This is an optimization exercise on Yosys and OpenROAD, whose aim is small area and a short achievable clock period, not a production implementation.
Only simulation tests tie the RTL to the original design; equivalence was not proved.
Power and IR drop assume default switching activity.

## run A
## fpmul_top
module fpmul_top (
	input  logic                  clk,
	input  logic                  rst,
	input  logic                  in_valid,
	input  logic [31:0]           a,
	input  logic [31:0]           b,
	output logic                  out_valid,
	output fpmul_pkg::fpmul_out_t out
);
For scale: ~2500 cells after synthesis, about 380 flip-flops, ~100 I/O pins.
==> flow/config.mk <==
export PLATFORM = sky130hd
export DESIGN_NAME = fpmul_top
export DESIGN_NICKNAME = fpmul_top
export VERILOG_FILES = /design/flow/design.v
export SDC_FILE = /design/flow/constraint.sdc
export NUM_CORES = 4
export LEC_CHECK = 0
export CAP_MARGIN = 20
export CORE_MARGIN = 2
export CORE_UTILIZATION = 40
export CTS_BUF_LIST = sky130_fd_sc_hd__clkbuf_4 sky130_fd_sc_hd__clkbuf_8
export SETUP_SLACK_MARGIN = 4.5
export SLEW_MARGIN = 20
export SYNTH_HIERARCHICAL = 1
export SYNTH_MINIMUM_KEEP_SIZE = 0
==> flow/constraint.sdc <==
create_clock -name core_clock -period 7.5 [get_ports {clk}]
set_input_delay 1.5000 -clock core_clock [delete_from_list [all_inputs] [get_ports {clk}]]
set_output_delay 1.5000 -clock core_clock [all_outputs]
set_load 0.01 [all_outputs]
standard.sh (not shown) runs the stock make flow with config.mk's settings and CLKGATE_MAP_FILE= SYNTH_SCRIPT=/design/flow/synth_recipe.tcl, a recipe that flattens the netlist after the stock synthesis.
==> flow/flow/run.sh <==
#!/bin/bash
# The standard layout, with smaller port buffers: every input and output
# port still gets a buffer (buf_2 instead of the flow's default choice).
set -e
export BUFFER_PORTS_ARGS="-buffer_cell sky130_fd_sc_hd__buf_2"
cp standard.sh standard.sh.log
bash standard.sh > standard.log 2>&1
Here is what was changed in the inputs of run B compared with run A.
Settings: changing SETUP_SLACK_MARGIN from 4.5 to 4.7; removing CTS_BUF_LIST (formerly sky130_fd_sc_hd__clkbuf_4 sky130_fd_sc_hd__clkbuf_8).
### Flow results
- Diff run A -> run B: final critical-path share of the clock period up 1.1 points; internal power consumption up 0.48 mW; worst hold margin flat.
- In the tables for run A and run B, data required time at the worst endpoint reads lower with run B.
--- input diff run B..run C ---
Settings: an added CTS_CLUSTER_DIAMETER of 100; an added CTS_CLUSTER_SIZE of 24; a change of SETUP_SLACK_MARGIN from 4.7 to 4.5.
## What came out
- Compared with run B, run C shows a clock buffer count that is 32 lower.
- Run C: share of the clock period used by the worst path after layout 1.4 points below run B
- In run C the end-of-flow core utilization turned out 6.7 points lower than in run B.
- Worst setup path startpoint = r4_man[13]: run C; worst setup path startpoint = r2_mid[45]: run B
Edits applied to the flow inputs when going from run C to run D:
Settings: CTS_CLUSTER_SIZE no longer set, was 24; CTS_CLUSTER_DIAMETER no longer set, was 100; SETUP_SLACK_MARGIN now 4.3, was 4.5.
==> flow/run.sh (new file) <==
#!/bin/bash
# synth_recipe.tcl (not shown) runs the flow's synth.tcl, then flattens the netlist and writes it again
# the make line also repeats each setting of config.mk as NAME=value (left out here)
make -C /OpenROAD-flow-scripts/flow DESIGN_CONFIG=/design/flow/config.mk WORK_HOME=/design/flow/orfs CLKGATE_MAP_FILE= SYNTH_SCRIPT=/design/flow/synth_recipe.tcl finish
removed: flow/flow/run.sh
removed: flow/standard.sh
## What came out
Run D — wire length on met2 about 3% higher, run C as reference. Post-route worst hold slack on run D is down relative to run C. Summary: with run C as the reference, cell area in run D moved up slightly. Power density over cell area (lower): run C. Where via count of the routed design is concerned, run C is better than run D. Looking at worst setup path endpoint, the r5_out[20] result is from run C; the r2_mid[69] one comes from run D. Run D: iteration count of the initial detailed-routing pass is 1 lower than what run C reported. Relative to run C, the clock group total power measured on run D has increased by more than half. Post-synthesis share of cell area spent on and, or, nand and nor gates delta (run D -> run C): insignificant.

---

== the reference run ==
Another version of the RTL of fpmul_top (not shown whole).
Size: roughly 2600 cells after synthesis, about 380 flip-flops, ~100 I/O pins, roughly 0.028 mm^2 of cells after synthesis.
clock: 7.5 ns
lec_check: 0
cap_margin: 20
core_margin: 2
core_utilization: 40
setup_slack_margin: 4.5
slew_margin: 20
synth_hierarchical: 1
synth_minimum_keep_size: 0
run.sh (not shown) runs the stock make flow with config.mk's settings and CLKGATE_MAP_FILE= SYNTH_SCRIPT=/design/flow/synth_recipe.tcl, a recipe that flattens the netlist after the stock synthesis.
Stock flow here: none of the scripts above is used.
The reference run finished all stages; the layout is clean.
--- input diff the reference run..the trial run ---
- changing SETUP_SLACK_MARGIN from 4.5 to 4.4
==> comparison <==
Diff the reference run -> the trial run: core footprint has remained practically unchanged, met2 layer usage reported by global route fell 0.17 points. Routed wire length delta (the trial run − the reference run): favourable. Min sequential share of layout area across the reference run and the trial run: the reference run. The higher combinational power share came out of the reference run. As far as number of violations of the max-capacitance limit goes, the trial run and the reference run are indistinguishable; the numbers are identical. Going from the reference run to the trial run, area fraction in compound gates after synthesis did not really move, via count did not really move. The trial run against the reference run: maximum frequency moved up; area overhead of the layout relative to synthesis moved down; met3 track utilization from global routing level.

## what the ideal ports hide
How much do the figures lean on ideal ports? The routed layouts below were timed once more, with nothing changed but the port constraints.
Step 1, drivers: a clkbuf_16 drives clk and a buf_2 each remaining input, both assumed.
Step 2 moves the port delays by t, midway between the first and last clock arrival at a register: inputs arrive t later, outputs are due t later. That takes back most of the time a late clock gives input paths.
Slacks: ideal / step 1 / step 2; pairs: ideal / step 1.
| run | t (ns) | slack for setup (ns) | hold slack, ns | worst setup path at the end | pins driven straight from the clock port |
|---|---|---|---|---|---|
| run A | 0.696 | 4.426 / 4.426 / 4.426 | 0.323 / 0.323 / 0.323 | register to register | 1 |
| run B | 0.659 | 4.340 / 4.340 / 4.340 | 0.324 / 0.324 / 0.324 | register to register | 1 |
| run C | 0.626 | 4.442 / 4.442 / 4.442 | 0.319 / 0.319 / 0.319 | register to register | 1 |
| run D | 0.636 | 4.368 / 4.368 / 4.368 | 0.305 / 0.305 / 0.305 | register to register | 1 |
| the reference run | 0.641 | 4.300 / 4.300 / 4.300 | 0.323 / 0.323 / 0.323 | register to register | 1 |
| the trial run | 0.641 | 4.313 / 4.313 / 4.313 | 0.324 / 0.324 / 0.324 | register to register | 1 |
After both steps every run listed still meets setup and hold.
